From an optimization exercise on the open Yosys and OpenROAD flow, aimed at a short achievable clock period and few clock cycles; shortcuts taken in it are not production practice. In this exercise RTL edits were held to simulation tests only and were not proved equivalent to the original. No activity file was given, so power comes from the tool's default toggle rates.

==> design.v <==
package tqc_pkg;
    localparam int TIME_W  = 48;
    localparam int ID_W    = 32;
    localparam int DELAY_W = 32;
    localparam int COUNT_W = 7;
    typedef enum logic [1:0] {
        CMD_ADD        = 2'd0,
        CMD_CANCEL     = 2'd1,
        CMD_CANCEL_ALL = 2'd2,
        CMD_TICK       = 2'd3
    } t_cmd_code;
    typedef enum logic [1:0] {
        KIND_ADD_ACK        = 2'd0,
        KIND_CANCEL_ACK     = 2'd1,
        KIND_CANCEL_ALL_ACK = 2'd2,
        KIND_EXPIRY         = 2'd3
    } t_kind;
    typedef enum logic [2:0] {
        S_IDLE,
        S_ADD_SCAN,
        S_CANCEL_SCAN,
        S_CALL_SCAN,
        S_TICK_SCAN,
        S_TICK_NEXT,
        S_RESP
    } t_state;
    typedef struct packed {
        t_cmd_code          command;
        logic [DELAY_W-1:0] delay;
        logic [ID_W-1:0]    target_id;
    } t_cmd;
    typedef struct packed {
        t_kind              kind;
        logic [ID_W-1:0]    timer_id;
        logic               was_cancelled;
        logic               status;
        logic [COUNT_W-1:0] count;
        logic               last;
    } t_res;
    typedef struct packed {
        logic [TIME_W-1:0] deadline;
        logic [ID_W-1:0]   id;
    } t_slot;
endpackage
import tqc_pkg::*;
module tqc_slot_mem #(
    parameter int DEPTH = 16
) (
    input  logic                       i_clk,
    input  logic                       i_we,
    input  logic [$clog2(DEPTH)-1:0]   i_waddr,
    input  logic [TIME_W+ID_W-1:0]     i_wdata,
    input  logic                       i_re,
    input  logic [$clog2(DEPTH)-1:0]   i_raddr,
    output logic [TIME_W+ID_W-1:0]     o_rdata
);
    logic [TIME_W+ID_W-1:0] r_mem [DEPTH];
    logic [TIME_W+ID_W-1:0] r_rdata;
    always_ff @(posedge i_clk) begin
        if (i_we) begin
            r_mem[i_waddr] <= i_wdata;
        end
    end
    always_ff @(posedge i_clk) begin
        if (i_re) begin
            r_rdata <= r_mem[i_raddr];
        end
    end
    assign o_rdata = r_rdata;
endmodule
import tqc_pkg::*;
module timer_queue_with_cancel #(
    parameter int TIMER_SLOTS = 16
) (
    input  logic               i_clk,
    input  logic               i_rst_n,
    input  logic               i_cmd_valid,
    output logic               i_cmd_ready,
    input  logic [1:0]         i_cmd_command,
    input  logic [DELAY_W-1:0] i_cmd_delay,
    input  logic [ID_W-1:0] i_cmd_target_id,
    output logic               o_res_valid,
    input  logic               o_res_ready,
    output logic [1:0]         o_res_kind,
    output logic [ID_W-1:0] o_res_timer_id,
    output logic               o_res_was_cancelled,
    output logic               o_res_status,
    output logic [COUNT_W-1:0] o_res_count,
    output logic               o_res_last
);
    tqc_pkg::t_cmd w_cmd_payload;
    assign w_cmd_payload.command   = tqc_pkg::t_cmd_code'(i_cmd_command);
    assign w_cmd_payload.delay     = i_cmd_delay;
    assign w_cmd_payload.target_id = i_cmd_target_id;
    localparam int SLOT_W = $clog2(TIMER_SLOTS);
    localparam int CNT_W  = $clog2(TIMER_SLOTS + 1);
    localparam logic [CNT_W-1:0] N_CNT = CNT_W'(TIMER_SLOTS);
    tqc_pkg::t_state                 r_state, n_state;
    tqc_pkg::t_cmd                   r_cmd;
    logic [CNT_W-1:0]       r_idx;
    logic [CNT_W-1:0]       r_count;
    logic                   r_rd_vld;
    logic [SLOT_W-1:0]      r_rd_slot;
    logic [TIMER_SLOTS-1:0] r_valid;
    logic [TIMER_SLOTS-1:0] r_canc;
    logic [TIME_W-1:0]      r_time;
    logic [ID_W-1:0]        r_next_id;
    logic                   r_best_found;
    logic [SLOT_W-1:0]      r_best_slot;
    logic                   r_best_canc;
    logic [TIME_W-1:0]      r_best_dl;
    logic [ID_W-1:0]        r_best_id;
    tqc_pkg::t_res                   r_pend;
    logic                   r_pend_vld;
    tqc_pkg::t_res                   r_out;
    logic                   r_out_vld;
    tqc_pkg::t_slot                  w_rd;
    tqc_pkg::t_slot                  w_wdata;
    logic [SLOT_W-1:0]      w_idx;
    logic                   w_scan_more;
    logic                   w_pass_end;
    logic                   w_out_free;
    logic                   w_add_free;
    logic                   w_hit;
    logic                   w_cand_exp;
    logic                   w_better;
    logic [ID_W-1:0]        w_id_inc;
    logic [TIME_W:0]        w_dl_sum;
    logic                   w_mem_rd;
    logic                   w_mem_we;
    logic                   w_load_out;
    logic                   w_cmd_ready;
    function automatic tqc_pkg::t_res make_res(tqc_pkg::t_kind kind, logic [ID_W-1:0] id, logic canc,
                                      logic status, logic [COUNT_W-1:0] count,
                                      logic last);
        make_res = {kind, id, canc, status, count, last};
    endfunction
    function automatic logic fires_before(logic ca, logic [TIME_W-1:0] da,
                                          logic [ID_W-1:0] ia, logic cb,
                                          logic [TIME_W-1:0] db, logic [ID_W-1:0] ib);
        logic res;
        if (ca != cb) begin
            res = ca;
        end else if (!ca && da != db) begin
            res = da < db;
        end else begin
            res = ia < ib;
        end
        fires_before = res;
    endfunction
    tqc_slot_mem #(
        .DEPTH (TIMER_SLOTS)
    ) u_slot_mem (
        .i_clk   (i_clk),
        .i_we    (w_mem_we),
        .i_waddr (w_idx),
        .i_wdata (w_wdata),
        .i_re    (w_mem_rd),
        .i_raddr (w_idx),
        .o_rdata (w_rd)
    );
    assign w_idx       = r_idx[SLOT_W-1:0];
    assign w_scan_more = r_idx != N_CNT;
    assign w_pass_end  = !w_scan_more && !r_rd_vld;
    assign w_out_free  = !r_out_vld || o_res_ready;
    assign w_add_free  = w_scan_more && !r_valid[w_idx];
    assign w_hit       = r_rd_vld && r_valid[r_rd_slot] && !r_canc[r_rd_slot]
                         && (w_rd.id == r_cmd.target_id);
    assign w_cand_exp  = r_rd_vld && r_valid[r_rd_slot]
                         && (r_canc[r_rd_slot] || w_rd.deadline <= r_time);
    assign w_better    = !r_best_found
                         || fires_before(r_canc[r_rd_slot], w_rd.deadline, w_rd.id,
                                         r_best_canc, r_best_dl, r_best_id);
    assign w_id_inc    = (r_next_id + ID_W'(1) == '0) ? ID_W'(1) : r_next_id + ID_W'(1);
    assign w_dl_sum    = {1'b0, r_time} + (TIME_W + 1)'(r_cmd.delay);
    assign w_wdata.deadline = w_dl_sum[TIME_W] ? {TIME_W{1'b1}} : w_dl_sum[TIME_W-1:0];
    assign w_wdata.id       = w_id_inc;
    always_comb begin
        n_state = r_state;
        unique case (r_state)
            S_IDLE: begin
                if (i_cmd_valid) begin
                    unique case (w_cmd_payload.command)
                        CMD_ADD:        n_state = S_ADD_SCAN;
                        CMD_CANCEL:     n_state = S_CANCEL_SCAN;
                        CMD_CANCEL_ALL: n_state = S_CALL_SCAN;
                        CMD_TICK:       n_state = S_TICK_SCAN;
                        default:        n_state = S_IDLE;
                    endcase
                end
            end
            S_ADD_SCAN: begin
                if (!w_scan_more || w_add_free) begin
                    n_state = S_RESP;
                end
            end
            S_CANCEL_SCAN: begin
                if (w_hit || w_pass_end) begin
                    n_state = S_RESP;
                end
            end
            S_CALL_SCAN: begin
                if (!w_scan_more) begin
                    n_state = S_RESP;
                end
            end
            S_TICK_SCAN: begin
                if (w_pass_end) begin
                    n_state = S_TICK_NEXT;
                end
            end
            S_TICK_NEXT: begin
                if (r_best_found) begin
                    if (!r_pend_vld || w_out_free) begin
                        n_state = S_TICK_SCAN;
                    end
                end else if (r_pend_vld) begin
                    n_state = S_RESP;
                end else begin
                    n_state = S_IDLE;
                end
            end
            S_RESP: begin
                if (w_out_free) begin
                    n_state = S_IDLE;
                end
            end
            default: n_state = S_IDLE;
        endcase
    end
    always_comb begin
        w_cmd_ready = 1'b0;
        w_mem_rd    = 1'b0;
        w_mem_we    = 1'b0;
        w_load_out  = 1'b0;
        unique case (r_state)
            S_IDLE:        w_cmd_ready = 1'b1;
            S_ADD_SCAN:    w_mem_we    = w_add_free;
            S_CANCEL_SCAN: w_mem_rd    = w_scan_more;
            S_CALL_SCAN:   w_mem_rd    = 1'b0;
            S_TICK_SCAN:   w_mem_rd    = w_scan_more;
            S_TICK_NEXT:   w_load_out  = r_best_found && r_pend_vld && w_out_free;
            S_RESP:        w_load_out  = w_out_free;
            default:       w_cmd_ready = 1'b0;
        endcase
    end
    assign i_cmd_ready         = w_cmd_ready && i_rst_n;
    assign o_res_valid         = r_out_vld;
    assign o_res_kind          = r_out.kind;
    assign o_res_timer_id      = r_out.timer_id;
    assign o_res_was_cancelled = r_out.was_cancelled;
    assign o_res_status        = r_out.status;
    assign o_res_count         = r_out.count;
    assign o_res_last          = r_out.last;
    always_ff @(posedge i_clk) begin
        if (w_load_out) begin
            r_out <= r_pend;
        end
        r_rd_slot <= w_idx;
    end
    always_ff @(posedge i_clk) begin
        if (!i_rst_n) begin
            r_state      <= S_IDLE;
            r_valid      <= '0;
            r_canc       <= '0;
            r_time       <= '0;
            r_next_id    <= '0;
            r_out_vld    <= 1'b0;
            r_pend_vld   <= 1'b0;
            r_rd_vld     <= 1'b0;
            r_best_found <= 1'b0;
            r_idx        <= '0;
            r_count      <= '0;
        end else begin
            r_state  <= n_state;
            r_rd_vld <= w_mem_rd;
            if (w_load_out) begin
                r_out_vld <= 1'b1;
            end else if (o_res_ready) begin
                r_out_vld <= 1'b0;
            end
            unique case (r_state)
                S_IDLE: begin
                    if (i_cmd_valid) begin
                        r_cmd        <= w_cmd_payload;
                        r_idx        <= '0;
                        r_count      <= '0;
                        r_best_found <= 1'b0;
                        if (w_cmd_payload.command == CMD_TICK && r_time != '1) begin
                            r_time <= r_time + TIME_W'(1);
                        end
                    end
                end
                S_ADD_SCAN: begin
                    if (w_scan_more) begin
                        if (w_add_free) begin
                            r_valid[w_idx] <= 1'b1;
                            r_canc[w_idx]  <= 1'b0;
                            r_next_id      <= w_id_inc;
                            r_pend     <= make_res(KIND_ADD_ACK, w_id_inc, 1'b0, 1'b0,
                                                   '0, 1'b1);
                            r_pend_vld <= 1'b1;
                        end else begin
                            r_idx <= r_idx + CNT_W'(1);
                        end
                    end else begin
                        r_pend     <= make_res(KIND_ADD_ACK, '0, 1'b0, 1'b1, '0, 1'b1);
                        r_pend_vld <= 1'b1;
                    end
                end
                S_CANCEL_SCAN: begin
                    if (w_scan_more) begin
                        r_idx <= r_idx + CNT_W'(1);
                    end
                    if (w_hit) begin
                        r_canc[r_rd_slot] <= 1'b1;
                        r_pend     <= make_res(KIND_CANCEL_ACK, '0, 1'b0, 1'b1, '0, 1'b1);
                        r_pend_vld <= 1'b1;
                    end else if (w_pass_end) begin
                        r_pend     <= make_res(KIND_CANCEL_ACK, '0, 1'b0, 1'b0, '0, 1'b1);
                        r_pend_vld <= 1'b1;
                    end
                end
                S_CALL_SCAN: begin
                    if (w_scan_more) begin
                        if (r_valid[w_idx]) begin
                            r_canc[w_idx] <= 1'b1;
                            r_count       <= r_count + CNT_W'(1);
                        end
                        r_idx <= r_idx + CNT_W'(1);
                    end else begin
                        r_pend     <= make_res(KIND_CANCEL_ALL_ACK, '0, 1'b0, 1'b0,
                                               COUNT_W'(r_count), 1'b1);
                        r_pend_vld <= 1'b1;
                    end
                end
                S_TICK_SCAN: begin
                    if (w_scan_more) begin
                        r_idx <= r_idx + CNT_W'(1);
                    end
                    if (w_cand_exp && w_better) begin
                        r_best_found <= 1'b1;
                        r_best_slot  <= r_rd_slot;
                        r_best_canc  <= r_canc[r_rd_slot];
                        r_best_dl    <= w_rd.deadline;
                        r_best_id    <= w_rd.id;
                    end
                end
                S_TICK_NEXT: begin
                    if (r_best_found) begin
                        if (!r_pend_vld || w_out_free) begin
                            r_valid[r_best_slot] <= 1'b0;
                            r_canc[r_best_slot]  <= 1'b0;
                            r_pend       <= make_res(KIND_EXPIRY, r_best_id, r_best_canc,
                                                     1'b0, '0, 1'b0);
                            r_pend_vld   <= 1'b1;
                            r_idx        <= '0;
                            r_best_found <= 1'b0;
                        end
                    end else if (r_pend_vld) begin
                        r_pend.last <= 1'b1;
                    end
                end
                S_RESP: begin
                    if (w_out_free) begin
                        r_pend_vld <= 1'b0;
                    end
                end
                default: r_pend_vld <= 1'b0;
            endcase
        end
    end
endmodule
==> run.sh <==
#!/bin/bash
# synth_recipe.tcl (not shown) runs the flow's synth.tcl, then flattens the netlist and writes it again
# the make line also repeats each setting of config.mk as NAME=value (left out here)
make -C /OpenROAD-flow-scripts/flow DESIGN_CONFIG=/design/flow/config.mk WORK_HOME=/design/flow/orfs CLKGATE_MAP_FILE= SYNTH_SCRIPT=/design/flow/synth_recipe.tcl finish
==> config.mk <==
export PLATFORM = sky130hd
export DESIGN_NAME = timer_queue_with_cancel
export DESIGN_NICKNAME = timer_queue_with_cancel
export VERILOG_FILES = /design/flow/design.v
export SDC_FILE = /design/flow/constraint.sdc
export NUM_CORES = 4
export LEC_CHECK = 0
export CAP_MARGIN = 20
export CORE_MARGIN = 2
export CORE_UTILIZATION = 35
export PLACE_DENSITY = 0.55
export SLEW_MARGIN = 20
==> constraint.sdc <==
create_clock -name core_clock -period 10.0 [get_ports {i_clk}]
set_input_delay 2.0000 -clock core_clock [delete_from_list [all_inputs] [get_ports {i_clk}]]
set_output_delay 2.0000 -clock core_clock [all_outputs]
set_load 0.01 [all_outputs]
==> flow_summary_export.csv <==
group,metric,value,unit
outcome,outcome,"timing/DRC/antenna clean",
floorplan,die_h,457,um
synthesis,yosys_most_used_dff,"edfxtp_1",
placement,place.gp.congestion,0.856,
finish,design_area,82400,um^2
worst_setup_path,critical-path-max-stage-delay,550,ps
timing,max_freq,0.168,GHz
synthesis,synth_area,71800,um^2
worst_setup_path,crit_chain,"clkdlybuf4s50_1 -> buf_4 -> inv_4 -> nor2_1 -> clkdlybuf4s50_1",
timing,tightest_slew,1140,ps
clock_tree,ctsResizeCount,0,
floorplan,initial_core_util,35.2,%
timing,min_period_over_period,59.6,%
timing,drv_slew,0,
synthesis,yosys_warnings,2,
finish,nets,4565,
worst_setup_path,slowest_stage,"clkdlybuf4s50_1",
worst_setup_path,worst_setup_path_end_kind,"output port",
timing,slew_headroom,23.8,%
power_and_ir_drop,power-per-cell-area,224,nW/um^2
detailed_routing,vias,38000,
placement,place_ws,4000,ps
clock_tree,insertion_delay,820,ps
detailed_routing,drc,0,
detailed_routing,wl,177000,um
placement,placed_area,76400,um^2
clock_tree,cts_setup_buffers,0,
floorplan,rows,166,
global_route,grt_pass1_wl,260000,um
timing,rsz0062_at_grt,"false",
floorplan,die-area,209000,um^2
timing,finalClockSkew,39.6,ps
clock_tree,cts_root_buffer,"clkbuf_16",
global_route,first_global_vias,38300,
worst_hold_path,hp-class,"flop to flop",
timing,setup_viol,0,
floorplan,fp.coreArea,204000,um^2
worst_setup_path,cp_common_cell,"clkdlybuf4s50_1",
synthesis,synth_edf_count,1593,
power_and_ir_drop,ir_drop,0.155,mV
global_route,antenna_found_initial,10,
timing,setup_ws,4040,ps
detailed_routing,drt_iter0_markers,3656,
worst_setup_path,cp.arrival,3960,ps
synthesis,synth.distinct_cells,79,
run,maxCapViolCount,0,
detailed_routing,vias_per_cell,5.31,
synthesis,synthCells,4119,
clock_tree,hold_buffers,0,
power_and_ir_drop,p_leak,26.5,nW
placement,numPortBuffers,113,
synthesis,async_flop_share,0,%
clock_tree,clk_path_buf_depth,3,
synthesis,synth_seq_area_share,70.3,%
clock_tree,h-tree-depth,4,
synthesis,synth.avg_cell_area,17.4,um^2
timing,finalHoldViolCount,0,
detailed_routing,antenna_left,0,
clock_tree,cts_inserted_buffers,183,
global_route,grt_max_degree,102,
global_route,gr-usage-all-layers,16.8,%
worst_setup_path,start_kind,"input pin",
finish,syn2layout_area_growth,14.8,%
finish,post_route_cells_drive_above_1_share,18.5,%
clock_tree,clk_pin_slew,60,ps
global_route,grt_overflow,0,
worst_setup_path,crit_path_max_fanout,55,
detailed_routing,first_pass_iters,5,
timing,setup_tns,0,ps
detailed_routing,routedWlPerCell,24.7,um
floorplan,dieWidth,457,um
worst_setup_path,cp.required,8000,ps
synthesis,yosys_register_bits,1726,
timing,period_minus_slack,5960,ps
floorplan,pin_count,116,
clock_tree,clock_sinks,1726,
placement,dp_hpwl,105000,um
clock_tree,cts_tree,"built",
worst_setup_path,path_class,"input pin to output port",
## per-layer routing
layer	GRT usage (%)	share of wire, %	vias to the layer above
met5	0	0	-
met4	3.73	1.6	0
met3	3.04	6.0	220
met2	26.8	47	1160
met1	24.0	45	19900
li1	-	-	16800
## where the power goes
group          switching, W  total, W  internal (W)
logic               0.00164   0.00285       0.00121
clock network       0.00281   0.00669       0.00387
registers          0.000425   0.00894       0.00852
total               0.00488    0.0185        0.0136
## flip-flops by register name, summed over array words and instances, names as in the netlist, named ones only
register	count
r_best_canc	1
r_best_dl	48
r_best_found	1
r_best_id	32
r_best_slot	4
r_cmd	64
r_count	5
r_idx	5
r_next_id	32
r_out	42
r_out_vld	1
r_pend	42
r_pend_vld	1
r_rd_slot	4
r_rd_vld	1
r_state	3
r_time	48
r_valid	16
u_slot_mem.r_mem	1280
u_slot_mem.r_rdata	80
## logic make-up after synthesis
group | Yosys count | synth area share [%]
DFF | 1726 | 70.3
and+or+nand+nor | 777 | 5.27
AOI/OAI and AO/OA | 477 | 4.07
muxes | 430 | 13.2
buffers and inverters | 356 | 1.93
adders and majority gates | 180 | 3.15
xor gates and xnor gates | 172 | 2.10
other | 1 | 0.00522
## synthesized netlist by cell type, types with 49 or more instances
cell	n	area, um^2
nand3_1	67	335
inv_1	159	597
and3_1	49	307
nand4_1	63	394
dfxtp_1	133	2660
mux4_2	410	9230
o21ai_0	112	561
nor3_1	50	250
clkbuf_1	140	526
edfxtp_1	1593	47800
a21oi_1	171	856
nor2_1	173	649
xor2_1	78	683
xnor2_1	94	823
ha_1	179	2240
nand2_1	237	890
## final cells by class
class | count | area [um^2]
Fill cell | 18300 | 122000
Clock inverter | 92 | 977
Clock buffer | 247 | 4950
Tap cell | 2688 | 3360
Timing Repair Buffer | 203 | 1840
Antenna cell | 1 | 2.50
Multi-Input combinational cell | 2038 | 20100
Sequential cell | 1726 | 50500
Inverter | 163 | 614
## critical path: cells and delay by family
kind	cells	cell delay [ps]
buffers and inverters	4	1730
AND/OR/NAND/NOR	1	210
## through the flow
stage          util [%]  hold slack [ps]  std cells  power [W]
2_1_floorplan         -              350       4120     0.0109
3_3_place_gp       37.4              405       6817     0.0119
3_5_place_dp       37.4              405       6817     0.0120
4_1_cts            40.3              405       7156     0.0187
5_1_grt            40.4              414       7158     0.0193
6_report           40.4              403       7158     0.0185
## cell usage in the layout, fill, tap and decap left out, types with 54 or more instances in the layout
cell and instances:
edfxtp_1 1593, mux4_2 410, nand2_1 237, clkbuf_16 186
ha_1 179, nor2_1 170, a21oi_1 169, inv_1 158
dfxtp_1 129, clkdlybuf4s50_1 113, o21ai_0 110, xnor2_1 90
buf_4 87, xor2_1 78, nand3_1 67, nand4_1 63
clkbuf_1 54
## final timing paths
kind         startpoint                      end  slack (ps)  cells after the start
max             i_rst_n              i_cmd_ready        4040                      5
min          r_pend[19]                r_out[19]         400                      0
max reg2reg    r_idx[2]  u_slot_mem.r_mem[7][66]        4880                      8
min reg2reg  r_pend[19]                r_out[19]         400                      0
Testbench counts, summed over its fixed seeds: cycles 176,198.

==> what the ideal ports hide <==
How much do the figures lean on ideal ports? The routed layout below was timed once more, with nothing changed but the port constraints. Step 1 (the two cells are an assumption about what drives the block):
set clk [get_ports {i_clk}]
set_driving_cell -lib_cell sky130_fd_sc_hd__clkbuf_16 $clk
set_driving_cell -lib_cell sky130_fd_sc_hd__buf_2 [delete_from_list [all_inputs] $clk]
Step 2 moves the port delays by t, midway between the first and last clock arrival at a register: inputs arrive t later, outputs are due t later. That takes back most of the time a late clock gives input paths. Slacks: ideal / step 1 / step 2; pairs: ideal / step 1.
t, ns: 0.887
setup slack, ns: 4.041 / 4.000 / 4.000
worst hold slack (ns): 0.403 / 0.403 / 0.403
worst register clock-pin slew, ns: 0.07 / 0.07
pins driven straight from the clock port: 1
After both steps setup and hold are still met in this run. For this run, drivers alone change the setup slack by -0.041 ns; drivers and shift together by -0.041 ns.
